Source: an optimization exercise on an open RTL-to-GDS flow (aim: small area and a short achievable clock period). Production flows keep margins and buffers that such runs may drop.
In this exercise RTL edits were held to simulation tests only and were not proved equivalent to the original.
Power figures rest on the tool's default switching activity, not on a simulated workload.

## design/flow/design.v

```verilog
module instruction_fetch_unit #(
    parameter int                 DATA_W     = 32,
    parameter int                 IMEM_DEPTH = 64,
    parameter logic [DATA_W-1:0]  HALT_INSTR = 32'hFFFF_FFFF,
    parameter int unsigned        PC_STEP    = 4
) (
    input  logic                          clk,
    input  logic                          rst,
    input  logic                          i_start,
    input  logic                          i_step_mode,
    input  logic                          i_step,
    input  logic                          i_clear,
    input  logic                          i_PC_write,
    input  logic                          i_branch_taken,
    input  logic [DATA_W-1:0]             i_branch_addr,
    input  logic                          i_imem_wr_en,
    input  logic [$clog2(IMEM_DEPTH)-1:0] i_imem_wr_addr,
    input  logic [DATA_W-1:0]             i_imem_wr_data,
    output logic [DATA_W-1:0]             o_pc_plus4,
    output logic [DATA_W-1:0]             o_instr,
    output logic                          o_valid,
    output logic [DATA_W-1:0]             o_pc,
    output logic [1:0]                    o_state,
    output logic                          o_halted,
    output logic [31:0]                   o_fetch_count
);
    localparam int ADDR_W = $clog2(IMEM_DEPTH);
    typedef enum logic [1:0] {
        S_IDLE   = 2'd0,
        S_RUN    = 2'd1,
        S_STEP   = 2'd2,
        S_HALTED = 2'd3
    } state_t;
    state_t            state;
    logic [DATA_W-1:0] pc;
    logic [DATA_W-1:0] ifid_pc4;
    logic [DATA_W-1:0] ifid_instr;
    logic              ifid_valid;
    logic [DATA_W-1:0] imem [IMEM_DEPTH];
    logic [ADDR_W-1:0] imem_idx;
    logic [DATA_W-1:0] fetch_word;
    logic [DATA_W-1:0] pc_inc;
    logic              fe;
    logic              imem_wr_ok;
    assign imem_idx   = pc[ADDR_W+1:2];
    assign fetch_word = imem[imem_idx];
    assign pc_inc     = pc + DATA_W'(PC_STEP);
    assign fe         = (state == S_RUN) || ((state == S_STEP) && i_step);
    assign imem_wr_ok = (state == S_IDLE) || (state == S_HALTED);
    always_ff @(posedge clk) begin
        if (i_imem_wr_en && imem_wr_ok) begin
            imem[i_imem_wr_addr] <= i_imem_wr_data;
        end
    end
    always_ff @(posedge clk or posedge rst) begin
        if (rst) begin
            state      <= S_IDLE;
            pc         <= '0;
            ifid_pc4   <= '0;
            ifid_instr <= '0;
            ifid_valid <= 1'b0;
        end else begin
            case (state)
                S_IDLE: begin
                    ifid_pc4   <= '0;
                    ifid_instr <= '0;
                    ifid_valid <= 1'b0;
                    if (i_start) begin
                        state <= i_step_mode ? S_STEP : S_RUN;
                    end
                end
                S_RUN, S_STEP: begin
                    if (i_branch_taken) begin
                        pc         <= i_branch_addr;
                        ifid_pc4   <= '0;
                        ifid_instr <= '0;
                        ifid_valid <= 1'b0;
                    end else if (!i_PC_write) begin
                    end else if (fe) begin
                        ifid_pc4   <= pc_inc;
                        ifid_instr <= fetch_word;
                        ifid_valid <= 1'b1;
                        pc         <= pc_inc;
                        if (fetch_word == HALT_INSTR) begin
                            state <= S_HALTED;
                        end
                    end else begin
                        ifid_pc4   <= '0;
                        ifid_instr <= '0;
                        ifid_valid <= 1'b0;
                    end
                end
                S_HALTED: begin
                    ifid_pc4   <= '0;
                    ifid_instr <= '0;
                    ifid_valid <= 1'b0;
                    if (i_clear) begin
                        state <= S_IDLE;
                        pc    <= '0;
                    end
                end
                default: begin
                    state <= S_IDLE;
                end
            endcase
        end
    end
    logic        load_valid;
    logic [31:0] fetch_count;
    assign load_valid = fe && i_PC_write && !i_branch_taken;
    always_ff @(posedge clk or posedge rst) begin
        if (rst) begin
            fetch_count <= '0;
        end else if ((state == S_HALTED) && i_clear) begin
            fetch_count <= '0;
        end else if (load_valid) begin
            fetch_count <= fetch_count + 32'd1;
        end
    end
    assign o_fetch_count = fetch_count;
    assign o_pc_plus4 = ifid_pc4;
    assign o_instr    = ifid_instr;
    assign o_valid    = ifid_valid;
    assign o_pc       = pc;
    assign o_state    = state;
    assign o_halted   = (state == S_HALTED);
endmodule
```

## design/flow/run.sh

```bash
#!/bin/bash
# synth_recipe.tcl (not shown) runs the flow's synth.tcl, then flattens the netlist and writes it again
# the make line also repeats each setting of config.mk as NAME=value (left out here)
make -C /OpenROAD-flow-scripts/flow DESIGN_CONFIG=/design/flow/config.mk WORK_HOME=/design/flow/orfs CLKGATE_MAP_FILE= SYNTH_SCRIPT=/design/flow/synth_recipe.tcl finish
```

## design/flow/config.mk

```make
export PLATFORM = sky130hd
export DESIGN_NAME = instruction_fetch_unit
export DESIGN_NICKNAME = instruction_fetch_unit
export VERILOG_FILES = /design/flow/design.v
export SDC_FILE = /design/flow/constraint.sdc
export NUM_CORES = 4
export LEC_CHECK = 0
export CAP_MARGIN = 20
export CORE_MARGIN = 2
export CORE_UTILIZATION = 40
export SLEW_MARGIN = 20
```

## design/flow/constraint.sdc

```tcl
create_clock -name core_clock -period 5.5 [get_ports {clk}]
set_input_delay 1.1000 -clock core_clock [delete_from_list [all_inputs] [get_ports {clk}]]
set_output_delay 1.1000 -clock core_clock [all_outputs]
set_load 0.01 [all_outputs]
```

==> flow_summary.ini <==
[finish]
area_growth_syn_to_layout_pct = 15.7
num-nets-final = 4693
final_layout_size_suffix_gt1_share_pct = 22.8
final_cell_count_no_fill = 7617

[floorplanning]
core_area_sq_um = 212000
dieHeight_um = 465
io_pins = 211
die_x_um = 465
floorplan.rows = 169
floorplan.initialDensity_pct = 40.2
dieArea_sq_um = 217000

[min_path]
hold-path-endpoint = ifid_pc4[14]
holdCritStartpoint = ifid_pc4[14]
worst_hold_path_cell_count = 2
hold_class = register to register

[route]
drt-wirelength-per-cell_um = 33.8
detail_route.first_pass.iterations = 5
initialDrtViolationCount = 6680
drc = 0
routed_via_density = 5.98
routed_wl_mm = 257
vias = 45500
detail-route-antenna-nets = 0

[sta]
worst_tran_pin_value_ns = 1.17
achievable-frequency_ghz = 0.196
timing.setup.tns_ns = 0
setup_viol_count_final = 0
max-slew-margin-rel_pct = 21.6
finalCriticalPeriod_ns = 5.11
timing.final.max_slew_violations = 0
fin_crit_sh_pct = 92.8
finalHoldViolations = 0
finalClockSkew_ns = 0.0535
grt_setup_unrepaired = no

[setup_path]
worst-endpoint-required_ns = 6.30
worstSetupPathType = register to register
worst_path_dominant_cell_family = simple AND/OR/NAND/NOR gates
critPathBufInv = 3
timing.rr.start = pc[3]
cp-end-kind = register
slowest_stage = sky130_fd_sc_hd__dfrtp_4
cp_num_cells = 13
cp_common_cell = sky130_fd_sc_hd__buf_4
worst_setup_sp = pc[3]
critical_path.startpoint_type = register
worst_reg2reg_setup_slack_ns = 0.39
path_cells = buf_12 > nor2b_2 > buf_4 > a221oi_1 > a21oi_1 > o21ai_0 > nand4_1 > nor4_1 > nand3_1 > nor4_4 > buf_4 > mux2_1 > o21ai_1
peak_fanout_along_the_critical_path = 68
arrival_time_of_data_at_the_critical_path_endpoint_ns = 5.91
worstRegToRegCells = 13
end_of_the_worst_register_to_register_path = state[0]
critical_path.max_stage_delay_ns = 0.78

[clock_tree]
cts_setup_buffers = 0
cts_inserted_buffers = 213
cts_hold_buffers = 0
total_number_of_h_tree_levels = 4
tritoncts = built
cts-resized-gates = 0
cts_num_sinks = 2179
cts.reportedPaths.clkPinSlew_ns = 0.06
clock_latency_late_sink_ns = 0.88
ctsLongestPathBuffers = 3
clockRootBuffer = sky130_fd_sc_hd__clkbuf_16

[global_routing]
largest_net_degree_at_the_start_of_global_routing = 90
grt_pass1_vias = 44400
grt_pass1_wl_mm = 358
grt_use_total_pct = 23.6
number_of_antenna_violations_at_the_first_check_in_global_routing = 18
total_gr_overflow = 0

[place]
place.gp.congestion = 0.896
io_buffer_count = 210
place_inst = 7213
dp_hpwl_mm = 155

[yosys]
yosys_top_cell_by_area = sky130_fd_sc_hd__edfxtp_1
ys_top_cells_by_area = sky130_fd_sc_hd__edfxtp_1 (72%), sky130_fd_sc_hd__mux4_2 (11%), sky130_fd_sc_hd__dfrtp_1 (3.8%)
synth_edf_count = 2048
postSynthCellCount = 4164
ys_warn_count = 1
async_flop_share_pct = 6.01
yosysSeqAreaShare_pct = 76.0
ys_dominant_reg_cell = sky130_fd_sc_hd__edfxtp_1
synth_top_cell_area_share_pct = 72.2
synth-seq-cells = 2179
syn-num-nets = 4250
syn-mean-instance-area_sq_um = 20.5
syn_area_sq_um = 85200
ys_types = 81

[pwr]
max-vdd-ir-drop_uv = 311
power-per-cell-area_nw_per_um2 = 382
total_power_mw = 37.7
leakagePower_nw = 31.5

[outcome]
run_status = timing/DRC/antenna clean

[job]
cap_viol_max_count = 0
-- logic make-up after synthesis --
logic type	count (synthesis)	share of synthesized area [%]
flip-flops	2179	76.0
multiplexers	653	14.4
AO/OA/AOI/OAI	522	3.99
AND/OR/NAND/NOR	495	2.67
buffers and inverters	253	2.20
XOR/XNOR	55	0.565
adder cells (fa/ha/maj)	7	0.103
-- cells in the final DEF, fill, tap and decap left out, types with 61 or more instances in the layout --
master,instances
sky130_fd_sc_hd__a22oi_1,85
sky130_fd_sc_hd__nor2_4,66
sky130_fd_sc_hd__nor2_1,100
sky130_fd_sc_hd__clkbuf_16,214
sky130_fd_sc_hd__clkdlybuf4s50_1,177
sky130_fd_sc_hd__mux4_2,405
sky130_fd_sc_hd__clkinv_1,61
sky130_fd_sc_hd__edfxtp_1,2048
sky130_fd_sc_hd__a21oi_1,113
sky130_fd_sc_hd__dfrtp_1,125
sky130_fd_sc_hd__nand2_1,159
sky130_fd_sc_hd__mux2i_1,193
sky130_fd_sc_hd__o21ai_0,145
sky130_fd_sc_hd__buf_4,214
-- layout make-up --
cell class	instances	area, sq um
fillers	17600	113000
flip-flops and latches	2179	64800
multi-input cells	1732	19100
clock buffers	275	5640
repair buffers	466	4400
well taps	2821	3530
clock inverters	123	1040
inverters	15	65.1
diodes	6	15.0
-- synthesized netlist by cell type (15+ instances only) --
cell type and count:
sky130_fd_sc_hd__mux4_1 41, sky130_fd_sc_hd__nand2_1 160, sky130_fd_sc_hd__edfxtp_1 2048, sky130_fd_sc_hd__a221oi_1 42, sky130_fd_sc_hd__buf_6 26, sky130_fd_sc_hd__a22o_1 19, sky130_fd_sc_hd__o21ai_0 145, sky130_fd_sc_hd__buf_4 19
sky130_fd_sc_hd__and3_1 17, sky130_fd_sc_hd__o22ai_1 15, sky130_fd_sc_hd__clkbuf_1 92, sky130_fd_sc_hd__buf_2 47, sky130_fd_sc_hd__nor2_1 167, sky130_fd_sc_hd__nor3_1 19, sky130_fd_sc_hd__buf_12 21, sky130_fd_sc_hd__xor2_1 35
sky130_fd_sc_hd__buf_8 21, sky130_fd_sc_hd__a22oi_1 85, sky130_fd_sc_hd__nand3_1 43, sky130_fd_sc_hd__o221ai_1 27, sky130_fd_sc_hd__xnor2_1 20, sky130_fd_sc_hd__a21oi_1 113, sky130_fd_sc_hd__dfrtp_1 131, sky130_fd_sc_hd__mux2i_1 193
sky130_fd_sc_hd__nand4_1 20, sky130_fd_sc_hd__mux4_2 405
-- how the worst max path moves through the flow --
stage               slack [ns]              to
floorplan                 0.90  fetch_count[0]
global placement          0.48        state[0]
detailed placement        0.58        state[0]
CTS                       0.56        state[0]
global route              0.45        state[0]
finish                    0.39        state[0]
-- sequential cells by signal (all words and copies together) (netlist names) --
name	flops
ifid_instr	32
state	2
fetch_count	32
ifid_pc4	32
ifid_valid	1
pc	32
imem	2048
-- worst min-delay path, stage by stage, from the launching register on --
cell	delay, ns
sky130_fd_sc_hd__dfrtp_1	0.34
sky130_fd_sc_hd__nand2_1	0.05
sky130_fd_sc_hd__o21ai_0	0.06
-- through the flow --
step / utilization [%] / hold slack (ns) / area (sq um) / setup slack (ns)
after floorplan: - / 0.515 / 85200 / 0.902
after global placement: 43.4 / 0.464 / 91900 / 0.483
after detailed placement: 43.4 / 0.472 / 91900 / 0.582
after CTS: 46.5 / 0.486 / 98600 / 0.561
after global routing: 46.5 / 0.518 / 98600 / 0.450
final: 46.5 / 0.481 / 98600 / 0.394
-- power breakdown --
part	internal (mW)	leakage, nW	total, mW	switching (mW)
Sequential	18.2	20.1	18.5	0.236
Combinational	1.96	8.14	5.18	3.22
Clock	7.74	3.25	14.1	6.33
Total	27.9	31.5	37.7	9.78
-- layer usage --
metal	routed length, um	global-route usage, %
met3	26100	5.00
met5	61	0
met4	9140	7.70
met1	102000	33.0
met2	120000	36.9

static timing again, ports no longer ideal:
No port has a modelled driver above. Below, the same layout with a new extraction and two added sets of constraints.
Step 1, drivers: a clkbuf_16 drives clk and a buf_2 each remaining input, both assumed.
Step 2 moves the port delays by t, midway between the first and last clock arrival at a register: inputs arrive t later, outputs are due t later. That takes back most of the time a late clock gives input paths.
Three values: ideal, step 1, step 2; two values: the first two.
t (ns): 0.948
setup WS [ns]: 0.394 / 0.394 / 0.394
clock arrival spread, ns: 0.058 / 0.059
slew at the worst register clock pin (ns): 0.07 / 0.07
After both steps setup and hold are still met in this run. The setup slack of this run moves by 0.000 ns with the drivers and by 0.000 ns with both steps.
